From an optimization exercise on the open Yosys and OpenROAD flow, aimed at small area, a short achievable clock period and few clock cycles per item; shortcuts taken in it are not production practice. Only simulation tests tie the RTL to the original design; equivalence was not proved. Power and IR drop assume default switching activity.

### design/flow/config.mk
export PLATFORM = sky130hd
export DESIGN_NAME = mdf_top
export DESIGN_NICKNAME = mdf_top
export VERILOG_FILES = /design/flow/design.v
export SDC_FILE = /design/flow/constraint.sdc
export NUM_CORES = 4
export LEC_CHECK = 0
export CAP_MARGIN = 20
export CORE_MARGIN = 2
export CORE_UTILIZATION = 40
export SLEW_MARGIN = 20
### design/flow/constraint.sdc
create_clock -name core_clock -period 10.0 [get_ports {clk_i}]
set_input_delay 2.0000 -clock core_clock [delete_from_list [all_inputs] [get_ports {clk_i}]]
set_output_delay 2.0000 -clock core_clock [all_outputs]
set_load 0.01 [all_outputs]
### design/flow/design.v
`timescale 1ns/10ps
package mdf_pkg;
  typedef logic [31:0] data_t;
  typedef logic [31:0] addr_t;
  typedef logic [15:0] len_t;
  typedef logic [4:0] shift_t;
  localparam int unsigned N_REGS = 8;
  localparam int unsigned REG_IDX_W = $clog2(N_REGS);
  localparam addr_t REG_TRIGGER = 32'h00;
  localparam addr_t REG_STATUS  = 32'h04;
  localparam addr_t REG_SRC_A   = 32'h08;
  localparam addr_t REG_SRC_B   = 32'h0C;
  localparam addr_t REG_SRC_C   = 32'h10;
  localparam addr_t REG_DST     = 32'h14;
  localparam addr_t REG_LEN     = 32'h18;
  localparam addr_t REG_SHIFT   = 32'h1C;
  typedef enum logic [1:0] {
    CTRL_IDLE,
    CTRL_START,
    CTRL_RUN
  } ctrl_state_e;
  typedef enum logic [1:0] {
    STRM_IDLE,
    STRM_READ,
    STRM_WRITE
  } strm_state_e;
  typedef struct packed {
    logic  start;
    addr_t src_a;
    addr_t src_b;
    addr_t src_c;
    addr_t dst;
    len_t  len;
  } ctrl_streamer_t;
  typedef struct packed {
    logic done;
  } flags_streamer_t;
endpackage
`timescale 1ns/10ps
module mdf_ctrl (
  input  logic                     clk_i,
  input  logic                     rst_n_i,
  input  logic                     periph_req_i,
  input  logic                     periph_we_i,
  input  mdf_pkg::addr_t           periph_add_i,
  input  mdf_pkg::data_t           periph_wdata_i,
  input  mdf_pkg::flags_streamer_t flags_streamer_i,
  output logic                     periph_r_valid_o,
  output mdf_pkg::data_t           periph_r_data_o,
  output mdf_pkg::ctrl_streamer_t  ctrl_streamer_o,
  output mdf_pkg::shift_t          shift_o,
  output logic                     evt_o
);
  mdf_pkg::ctrl_state_e state_q;
  mdf_pkg::addr_t  src_a_q;
  mdf_pkg::addr_t  src_b_q;
  mdf_pkg::addr_t  src_c_q;
  mdf_pkg::addr_t  dst_q;
  mdf_pkg::len_t   len_q;
  mdf_pkg::shift_t shift_q;
  mdf_pkg::addr_t reg_off;
  mdf_pkg::data_t rdata;
  logic           busy;
  logic           wr_en;
  logic           trigger;
  assign reg_off = mdf_pkg::addr_t'(periph_add_i[mdf_pkg::REG_IDX_W+1:0]);
  assign busy    = state_q != mdf_pkg::CTRL_IDLE;
  assign wr_en   = periph_req_i && periph_we_i;
  assign trigger = wr_en && !busy && reg_off == mdf_pkg::REG_TRIGGER;
  always_ff @(posedge clk_i) begin
    if (wr_en && !busy) begin
      case (reg_off)
        mdf_pkg::REG_SRC_A: src_a_q <= periph_wdata_i;
        mdf_pkg::REG_SRC_B: src_b_q <= periph_wdata_i;
        mdf_pkg::REG_SRC_C: src_c_q <= periph_wdata_i;
        mdf_pkg::REG_DST:   dst_q   <= periph_wdata_i;
        mdf_pkg::REG_LEN:   len_q   <= mdf_pkg::len_t'(periph_wdata_i);
        mdf_pkg::REG_SHIFT: shift_q <= mdf_pkg::shift_t'(periph_wdata_i);
        default: ;
      endcase
    end
  end
  always_comb begin
    case (reg_off)
      mdf_pkg::REG_STATUS: rdata = mdf_pkg::data_t'(busy);
      mdf_pkg::REG_SRC_A:  rdata = src_a_q;
      mdf_pkg::REG_SRC_B:  rdata = src_b_q;
      mdf_pkg::REG_SRC_C:  rdata = src_c_q;
      mdf_pkg::REG_DST:    rdata = dst_q;
      mdf_pkg::REG_LEN:    rdata = mdf_pkg::data_t'(len_q);
      mdf_pkg::REG_SHIFT:  rdata = mdf_pkg::data_t'(shift_q);
      default:             rdata = '0;
    endcase
  end
  always_ff @(posedge clk_i) begin
    if (!rst_n_i) begin
      periph_r_valid_o <= 1'b0;
    end else begin
      periph_r_valid_o <= periph_req_i && !periph_we_i;
    end
  end
  always_ff @(posedge clk_i) begin
    periph_r_data_o <= rdata;
  end
  always_ff @(posedge clk_i) begin
    if (!rst_n_i) begin
      state_q <= mdf_pkg::CTRL_IDLE;
      evt_o   <= 1'b0;
    end else begin
      evt_o <= 1'b0;
      case (state_q)
        mdf_pkg::CTRL_IDLE: begin
          if (trigger) begin
            state_q <= mdf_pkg::CTRL_START;
          end
        end
        mdf_pkg::CTRL_START: state_q <= mdf_pkg::CTRL_RUN;
        mdf_pkg::CTRL_RUN: begin
          if (flags_streamer_i.done) begin
            state_q <= mdf_pkg::CTRL_IDLE;
            evt_o   <= 1'b1;
          end
        end
        default: state_q <= mdf_pkg::CTRL_IDLE;
      endcase
    end
  end
  assign ctrl_streamer_o.start = state_q == mdf_pkg::CTRL_START;
  assign ctrl_streamer_o.src_a = src_a_q;
  assign ctrl_streamer_o.src_b = src_b_q;
  assign ctrl_streamer_o.src_c = src_c_q;
  assign ctrl_streamer_o.dst   = dst_q;
  assign ctrl_streamer_o.len   = len_q;
  assign shift_o               = shift_q;
endmodule
`timescale 1ns/10ps
module mdf_streamer (
  input  logic                     clk_i,
  input  logic                     rst_n_i,
  input  mdf_pkg::ctrl_streamer_t  ctrl_i,
  input  logic                     a_ready_i,
  input  logic                     b_ready_i,
  input  logic                     c_ready_i,
  input  logic                     r_valid_i,
  input  mdf_pkg::data_t           r_data_i,
  input  logic                     tcdm_gnt_i,
  input  logic                     tcdm_r_valid_i,
  input  mdf_pkg::data_t           tcdm_r_data_i,
  output mdf_pkg::flags_streamer_t flags_o,
  output logic                     a_valid_o,
  output mdf_pkg::data_t           a_data_o,
  output logic                     b_valid_o,
  output mdf_pkg::data_t           b_data_o,
  output logic                     c_valid_o,
  output mdf_pkg::data_t           c_data_o,
  output logic                     r_ready_o,
  output logic                     tcdm_req_o,
  output mdf_pkg::addr_t           tcdm_add_o,
  output logic                     tcdm_we_o,
  output mdf_pkg::data_t           tcdm_wdata_o
);
  mdf_pkg::strm_state_e state_q;
  logic [2:0]     buf_valid_q;
  mdf_pkg::data_t buf_data_q [3];
  logic [2:0]     buf_ready;
  logic [2:0]     inflight_q;
  mdf_pkg::len_t  rd_idx_q [3];
  mdf_pkg::addr_t rd_base [3];
  logic [2:0]     rd_ok;
  logic [1:0]     rr_q;
  logic [1:0]     sel_q;
  logic [1:0]     ret_sel_q;
  logic           wr_full_q;
  mdf_pkg::data_t wr_data_q;
  mdf_pkg::len_t  wr_idx_q;
  logic           req_q;
  mdf_pkg::addr_t add_q;
  mdf_pkg::data_t wdata_q;
  logic           done_q;
  logic port_free;
  logic issue_wr;
  logic issue_rd;
  logic rd_gnt;
  logic last_wr;
  assign rd_base[0] = ctrl_i.src_a;
  assign rd_base[1] = ctrl_i.src_b;
  assign rd_base[2] = ctrl_i.src_c;
  assign buf_ready  = {c_ready_i, b_ready_i, a_ready_i};
  assign port_free = !req_q || tcdm_gnt_i;
  assign rd_gnt    = req_q && tcdm_gnt_i && state_q == mdf_pkg::STRM_READ;
  assign last_wr   = state_q == mdf_pkg::STRM_WRITE && tcdm_gnt_i && wr_idx_q == ctrl_i.len;
  always_comb begin
    for (int s = 0; s < 3; s++) begin
      rd_ok[s] = !inflight_q[s] && (!buf_valid_q[s] || buf_ready[s]) &&
                 rd_idx_q[s] != ctrl_i.len;
    end
  end
  assign issue_wr = state_q != mdf_pkg::STRM_IDLE && port_free && wr_full_q;
  assign issue_rd = state_q != mdf_pkg::STRM_IDLE && port_free && !wr_full_q && rd_ok[rr_q];
  always_ff @(posedge clk_i) begin
    if (!rst_n_i) begin
      state_q     <= mdf_pkg::STRM_IDLE;
      req_q       <= 1'b0;
      buf_valid_q <= '0;
      inflight_q  <= '0;
      rd_idx_q[0] <= '0;
      rd_idx_q[1] <= '0;
      rd_idx_q[2] <= '0;
      rr_q        <= '0;
      sel_q       <= '0;
      ret_sel_q   <= '0;
      wr_full_q   <= 1'b0;
      wr_idx_q    <= '0;
      done_q      <= 1'b0;
    end else begin
      done_q <= 1'b0;
      buf_valid_q <= buf_valid_q & ~buf_ready;
      if (tcdm_r_valid_i) begin
        buf_valid_q[ret_sel_q] <= 1'b1;
        inflight_q[ret_sel_q]  <= 1'b0;
      end
      if (r_valid_i && r_ready_o) begin
        wr_full_q <= 1'b1;
      end
      if (port_free) begin
        req_q <= issue_wr || issue_rd;
        if (issue_wr) begin
          state_q   <= mdf_pkg::STRM_WRITE;
          wr_full_q <= 1'b0;
          wr_idx_q  <= wr_idx_q + 16'd1;
        end else if (state_q != mdf_pkg::STRM_IDLE) begin
          state_q <= mdf_pkg::STRM_READ;
        end
        if (issue_rd) begin
          inflight_q[rr_q] <= 1'b1;
          rd_idx_q[rr_q]   <= rd_idx_q[rr_q] + 16'd1;
          sel_q            <= rr_q;
          rr_q             <= (rr_q == 2'd2) ? 2'd0 : rr_q + 2'd1;
        end
      end
      if (rd_gnt) begin
        ret_sel_q <= sel_q;
      end
      if (last_wr) begin
        state_q <= mdf_pkg::STRM_IDLE;
        done_q  <= 1'b1;
      end
      if (ctrl_i.start) begin
        rd_idx_q[0] <= '0;
        rd_idx_q[1] <= '0;
        rd_idx_q[2] <= '0;
        wr_idx_q <= '0;
        rr_q     <= '0;
        if (ctrl_i.len == '0) begin
          done_q <= 1'b1;
        end else begin
          state_q <= mdf_pkg::STRM_READ;
        end
      end
    end
  end
  always_ff @(posedge clk_i) begin
    if (tcdm_r_valid_i) begin
      buf_data_q[ret_sel_q] <= tcdm_r_data_i;
    end
    if (r_valid_i && r_ready_o) begin
      wr_data_q <= r_data_i;
    end
    if (issue_wr) begin
      add_q   <= ctrl_i.dst + mdf_pkg::addr_t'({wr_idx_q, 2'b00});
      wdata_q <= wr_data_q;
    end else if (issue_rd) begin
      add_q <= rd_base[rr_q] + mdf_pkg::addr_t'({rd_idx_q[rr_q], 2'b00});
    end
  end
  assign a_valid_o    = buf_valid_q[0];
  assign a_data_o     = buf_data_q[0];
  assign b_valid_o    = buf_valid_q[1];
  assign b_data_o     = buf_data_q[1];
  assign c_valid_o    = buf_valid_q[2];
  assign c_data_o     = buf_data_q[2];
  assign r_ready_o    = !wr_full_q;
  assign tcdm_req_o   = req_q;
  assign tcdm_add_o   = add_q;
  assign tcdm_we_o    = state_q == mdf_pkg::STRM_WRITE;
  assign tcdm_wdata_o = wdata_q;
  assign flags_o.done = done_q;
endmodule
`timescale 1ns/10ps
module mdf_engine (
  input  logic            clk_i,
  input  logic            rst_n_i,
  input  mdf_pkg::shift_t shift_i,
  input  logic            a_valid_i,
  input  mdf_pkg::data_t  a_data_i,
  input  logic            b_valid_i,
  input  mdf_pkg::data_t  b_data_i,
  input  logic            c_valid_i,
  input  mdf_pkg::data_t  c_data_i,
  input  logic            r_ready_i,
  output logic            a_ready_o,
  output logic            b_ready_o,
  output logic            c_ready_o,
  output logic            r_valid_o,
  output mdf_pkg::data_t  r_data_o
);
  logic           stall;
  logic           fire;
  logic           s1_valid_q;
  mdf_pkg::data_t prod;
  mdf_pkg::data_t s1_prod_q;
  mdf_pkg::data_t s1_c_q;
  assign stall = r_valid_o && !r_ready_i;
  assign fire  = a_valid_i && b_valid_i && c_valid_i && !stall;
  assign a_ready_o = fire;
  assign b_ready_o = fire;
  assign c_ready_o = fire;
  assign prod = mdf_pkg::data_t'($signed(a_data_i) * $signed(b_data_i));
  always_ff @(posedge clk_i) begin
    if (!rst_n_i) begin
      s1_valid_q <= 1'b0;
      r_valid_o  <= 1'b0;
    end else if (!stall) begin
      s1_valid_q <= fire;
      r_valid_o  <= s1_valid_q;
    end
  end
  always_ff @(posedge clk_i) begin
    if (!stall) begin
      if (fire) begin
        s1_prod_q <= prod;
        s1_c_q    <= c_data_i;
      end
      if (s1_valid_q) begin
        r_data_o <= mdf_pkg::data_t'($signed(s1_prod_q) >>> shift_i) + s1_c_q;
      end
    end
  end
endmodule
`timescale 1ns/10ps
module mdf_top (
  input  logic           clk_i,
  input  logic           rst_n_i,
  input  logic           periph_req_i,
  input  logic           periph_we_i,
  input  mdf_pkg::addr_t periph_add_i,
  input  mdf_pkg::data_t periph_wdata_i,
  output logic           periph_r_valid_o,
  output mdf_pkg::data_t periph_r_data_o,
  output logic           tcdm_req_o,
  input  logic           tcdm_gnt_i,
  output mdf_pkg::addr_t tcdm_add_o,
  output logic           tcdm_we_o,
  output mdf_pkg::data_t tcdm_wdata_o,
  input  logic           tcdm_r_valid_i,
  input  mdf_pkg::data_t tcdm_r_data_i,
  output logic           evt_o
);
  mdf_pkg::ctrl_streamer_t  streamer_ctrl;
  mdf_pkg::flags_streamer_t streamer_flags;
  mdf_pkg::shift_t          shift;
  logic           a_valid;
  logic           a_ready;
  mdf_pkg::data_t a_data;
  logic           b_valid;
  logic           b_ready;
  mdf_pkg::data_t b_data;
  logic           c_valid;
  logic           c_ready;
  mdf_pkg::data_t c_data;
  logic           r_valid;
  logic           r_ready;
  mdf_pkg::data_t r_data;
  mdf_ctrl u_ctrl (
    .clk_i            ( clk_i            ),
    .rst_n_i          ( rst_n_i          ),
    .periph_req_i     ( periph_req_i     ),
    .periph_we_i      ( periph_we_i      ),
    .periph_add_i     ( periph_add_i     ),
    .periph_wdata_i   ( periph_wdata_i   ),
    .flags_streamer_i ( streamer_flags   ),
    .periph_r_valid_o ( periph_r_valid_o ),
    .periph_r_data_o  ( periph_r_data_o  ),
    .ctrl_streamer_o  ( streamer_ctrl    ),
    .shift_o          ( shift            ),
    .evt_o            ( evt_o            )
  );
  mdf_streamer u_streamer (
    .clk_i          ( clk_i          ),
    .rst_n_i        ( rst_n_i        ),
    .ctrl_i         ( streamer_ctrl  ),
    .a_ready_i      ( a_ready        ),
    .b_ready_i      ( b_ready        ),
    .c_ready_i      ( c_ready        ),
    .r_valid_i      ( r_valid        ),
    .r_data_i       ( r_data         ),
    .tcdm_gnt_i     ( tcdm_gnt_i     ),
    .tcdm_r_valid_i ( tcdm_r_valid_i ),
    .tcdm_r_data_i  ( tcdm_r_data_i  ),
    .flags_o        ( streamer_flags ),
    .a_valid_o      ( a_valid        ),
    .a_data_o       ( a_data         ),
    .b_valid_o      ( b_valid        ),
    .b_data_o       ( b_data         ),
    .c_valid_o      ( c_valid        ),
    .c_data_o       ( c_data         ),
    .r_ready_o      ( r_ready        ),
    .tcdm_req_o     ( tcdm_req_o     ),
    .tcdm_add_o     ( tcdm_add_o     ),
    .tcdm_we_o      ( tcdm_we_o      ),
    .tcdm_wdata_o   ( tcdm_wdata_o   )
  );
  mdf_engine u_engine (
    .clk_i     ( clk_i   ),
    .rst_n_i   ( rst_n_i ),
    .shift_i   ( shift   ),
    .a_valid_i ( a_valid ),
    .a_data_i  ( a_data  ),
    .b_valid_i ( b_valid ),
    .b_data_i  ( b_data  ),
    .c_valid_i ( c_valid ),
    .c_data_i  ( c_data  ),
    .r_ready_i ( r_ready ),
    .a_ready_o ( a_ready ),
    .b_ready_o ( b_ready ),
    .c_ready_o ( c_ready ),
    .r_valid_o ( r_valid ),
    .r_data_o  ( r_data  )
  );
endmodule
### design/flow/run.sh
#!/bin/bash
# synth_recipe.tcl (not shown) runs the flow's synth.tcl, then flattens the netlist and writes it again
# the make line also repeats each setting of config.mk as NAME=value (left out here)
make -C /OpenROAD-flow-scripts/flow DESIGN_CONFIG=/design/flow/config.mk WORK_HOME=/design/flow/orfs CLKGATE_MAP_FILE= SYNTH_SCRIPT=/design/flow/synth_recipe.tcl finish
==> impl_metrics.json <==
{
  "via_count": 28000,
  "asyncSetResetFlopFracSynth_pct": 0,
  "yosys_register_bits": 574,
  "p_leak_nw": 19.3,
  "fillCellCount": 9713,
  "clock_tree_from_tritoncts": "done",
  "final_net_count": 4637,
  "timing_hold_violations_final": 0,
  "critical_path_required_ps": 10380,
  "path_max_fanout": 17,
  "route.detailed.vias_per_inst": 5.24,
  "grt_remaining_overflow": 0,
  "synth_commonest_cells": "edfxtp_1 (501), inv_1 (481), fa_1 (411)",
  "number_of_warnings_reported_in_the_yosys_synthesis_log": 4,
  "post-route-util_pct": 45.3,
  "drtIter0Drc": 2184,
  "yosysUniqueCellTypes": 71,
  "achievable-frequency_mhz": 128,
  "setup_tns_ps": 0,
  "multiInputGateArea_mm2": 0.0233,
  "finalCritPeriodShare_pct": 78.0,
  "report.final.slew_viol_count": 0,
  "period_needed_ps": 7800,
  "worstSkewPairLatency_ps": 640,
  "cts.reportedPaths.clkPinSlew_ps": 70,
  "start_util_pct": 40.2,
  "vdd_ir_drop_max_uv": 449,
  "min_path_type": "reg2reg",
  "numPlacedInstances": 5237,
  "cap_violations": 0,
  "power_per_cell_area_mw_per_mm2": 247,
  "dpl_worst_slack_ps": 2230,
  "cells_taking_the_most_area_after_synthesis": "edfxtp_1 (36%), fa_1 (19%), ha_1 (6.5%)",
  "power.total_mw": 11.8,
  "sequential_share_of_the_synthesized_area_pct": 39.1,
  "area_growth_syn_to_layout_pct": 12.5,
  "post_cts_hold_fix_bufs": 0,
  "layout_cells_sized_above_1_pct": 6.15,
  "max_slew.worst_pin.slew_ps": 1120,
  "number_of_enable_flip_flop_cells_after_synthesis": 501,
  "port_buffers": 174,
  "netlist_area_mm2": 0.0422,
  "fin_area_mm2": 0.0475,
  "finalSetupViolCount": 0,
  "synth_top_area_cell": "edfxtp_1",
  "dpl-instance-area_mm2": 0.0455,
  "postRouteAntennaNets": 0,
  "yosys.cell_count.top_type": "edfxtp_1",
  "seqCellArea_mm2": 0.0165,
  "post_cts.repair.setup_buffers": 0,
  "hold_slack_ps": 417,
  "postSynthNetCount": 4520,
  "htreeDepth": 2,
  "core-area_mm2": 0.105,
  "dpl.hpwl_mm": 85.1,
  "ctsLongestPathBuffers": 3,
  "row_count": 119,
  "crit_path_dat_ps": 8180,
  "syn_area_per_cell_um2": 11.1,
  "run_status": "no timing/DRC/antenna violations",
  "syn_inst": 3788,
  "cts_made_buffers": 57,
  "global_route.usage.total_pct": 21.2,
  "total_drc_errors_in_the_routed_layout": 0,
  "synth_flop_cell": "edfxtp_1",
  "floorplan.die_area_mm2": 0.108,
  "cts-resized-gates": 0,
  "timing.max_slew.rel_slack_pct": 25.6,
  "antenna_found_initial": 4,
  "grt_first_pass_wirelength_mm": 174,
  "critical_path.startpoint_type": "flip-flop",
  "chip_width_um": 329,
  "top_level_ports": 202,
  "yosys.area.top_type_share_pct": 35.6,
  "die-height_um": 329,
  "layout.cells.non_filler": 5348,
  "globalplace.congestion": 0.915,
  "critical_path_class": "reg2reg",
  "final.setup.worst_slack_ps": 2200,
  "grt_pass1_vias": 28500,
  "clock-root-buffer": "clkbuf_16",
  "grt_max_degree": 65,
  "routed_wire_length_per_instance_um": 21.5,
  "setup_repair_after_global_routing_missed_its_margin": "no",
  "routed_wirelength_mm": 115,
  "first_pass_iters": 8,
  "critical_path.endpoint_type": "flip-flop",
  "clock_skew_ps": 36.6,
  "clock-sinks": 574
}
path summary, 6_finish.rpt:
path,from,to,slack (ps),depth (start not counted)
max reg2reg,u_streamer.buf_data_q[1][5]$_DFFE_PP_,u_engine.s1_prod_q[30]$_DFFE_PP_,2200,24
min,u_streamer.buf_data_q[2][8]$_DFFE_PP_,u_engine.s1_c_q[8]$_DFFE_PP_,420,0
max,u_streamer.buf_data_q[1][5]$_DFFE_PP_,u_engine.s1_prod_q[30]$_DFFE_PP_,2200,24
min reg2reg,u_streamer.buf_data_q[2][8]$_DFFE_PP_,u_engine.s1_c_q[8]$_DFFE_PP_,420,0
report_power, final:
| group | switching (mW) | internal (mW) | leakage [nW] |
|---|---|---|---|
| clock | 0.960 | 1.33 | 0.973 |
| combinational | 3.60 | 2.90 | 13.1 |
| sequential | 0.0341 | 2.94 | 5.19 |
| total | 4.59 | 7.16 | 19.3 |
kinds of logic (layout without fill, tap and decap cells):
group	Yosys count	after routing	share of synthesized area, %
adders and majority gates	630	630	26.0
AOI/OAI and AO/OA	494	494	7.56
other	0	4	0
buffers and inverters	657	822	5.95
xor gates and xnor gates	249	249	5.17
muxes	97	97	3.22
DFF	574	574	39.1
and+or+nand+nor	1087	1087	13.0
layout by cell type (no fill, tap or decap), drive strengths merged, types with 9 or more instances in the layout:
cell / synthesis / final
edfxtp: 501 / 501
inv: 483 / 490
fa: 411 / 411
and2: 378 / 378
nand2: 318 / 318
ha: 219 / 219
nor2: 183 / 183
clkdlybuf4s50: 0 / 174
xnor2: 148 / 148
a21oi: 139 / 139
xor2: 101 / 101
o21ai: 95 / 95
a22oi: 94 / 94
dfxtp: 73 / 73
clkbuf: 129 / 62
buf: 44 / 57
nand3: 50 / 50
a21o: 47 / 47
mux2i: 47 / 47
nor3: 30 / 30
mux4: 29 / 29
a211oi: 25 / 25
clkinv: 1 / 23
and3: 21 / 21
mux2: 21 / 21
nand4: 20 / 20
o21a: 20 / 20
nand2b: 19 / 19
nor4: 19 / 19
nor2b: 14 / 14
o211ai: 13 / 13
or3: 10 / 10
bufinv: 0 / 10
o21bai: 9 / 9
layout make-up:
cell class | count | area share, %
timing repair buffer | 231 | 4.58
sequential | 574 | 34.7
clock inverter | 45 | 1.13
tap | 1391 | 3.66
clock buffer | 62 | 3.08
antenna | 4 | 0.0211
inverter | 484 | 3.82
multi-input combinational | 2557 | 49.0
flip-flops by register name, summed over array words and instances (netlist names), 32 cells and up, named ones only:
register                count
u_streamer.wdata_q         32
u_ctrl.dst_q               32
u_engine.s1_c_q            32
u_streamer.wr_data_q       32
u_ctrl.src_b_q             32
u_streamer.buf_data_q      96
u_engine.r_data_o          32
u_streamer.rd_idx_q        64
u_streamer.add_q           32
u_ctrl.src_c_q             32
u_engine.s1_prod_q         32
u_ctrl.periph_r_data_o     32
u_ctrl.src_a_q             32
layer usage:
metal / global-route usage, % / part of all wire (%) / up-vias
met5: 0 / 0 / -
met2: 36.0 / 49 / 826
met4: 5.94 / 2.7 / 0
met3: 2.15 / 5.4 / 159
met1: 29.0 / 43 / 14100
li1: - / - / 12900
worst max-delay path, stage by stage (launching register included):
cell,delay (ps)
edfxtp_1,820
buf_4,370
and2_1,190
fa_1,410
fa_1,490
fa_1,510
inv_1,50
fa_1,480
inv_1,60
fa_1,510
inv_1,60
fa_1,540
inv_1,50
fa_1,380
fa_1,480
ha_1,360
a21o_1,180
a21o_1,170
a21oi_1,190
o21ai_0,140
and2_1,230
o31ai_1,440
o21ai_0,170
a21oi_1,210
xnor2_1,80
Testbench counts, summed over its fixed seeds: cycles 23,259, items 4,037.

## afterwards: timing with drivers on the ports
In the flow no input, the clock included, has a driving cell. The finished layout below was timed again as built, in two steps. Step 1 (the two cells are an assumption about what drives the block):
set clk [get_ports {clk_i}]
set_driving_cell -lib_cell sky130_fd_sc_hd__clkbuf_16 $clk
set_driving_cell -lib_cell sky130_fd_sc_hd__buf_2 [delete_from_list [all_inputs] $clk]
Step 2 also shifts input and output timing later by t, the mid clock arrival at the registers, as if the neighbouring blocks saw the same clock. Three values: no drivers, after step 1, after step 2; two values: the first two.
shift t [ns]: 0.689
setup slack, ns: 2.204 / 2.204 / 2.204
worst setup path at the end: register to register
After both steps setup and hold are still met in this run. The setup slack of this run moves by 0.000 ns with the drivers and by 0.000 ns with both steps.
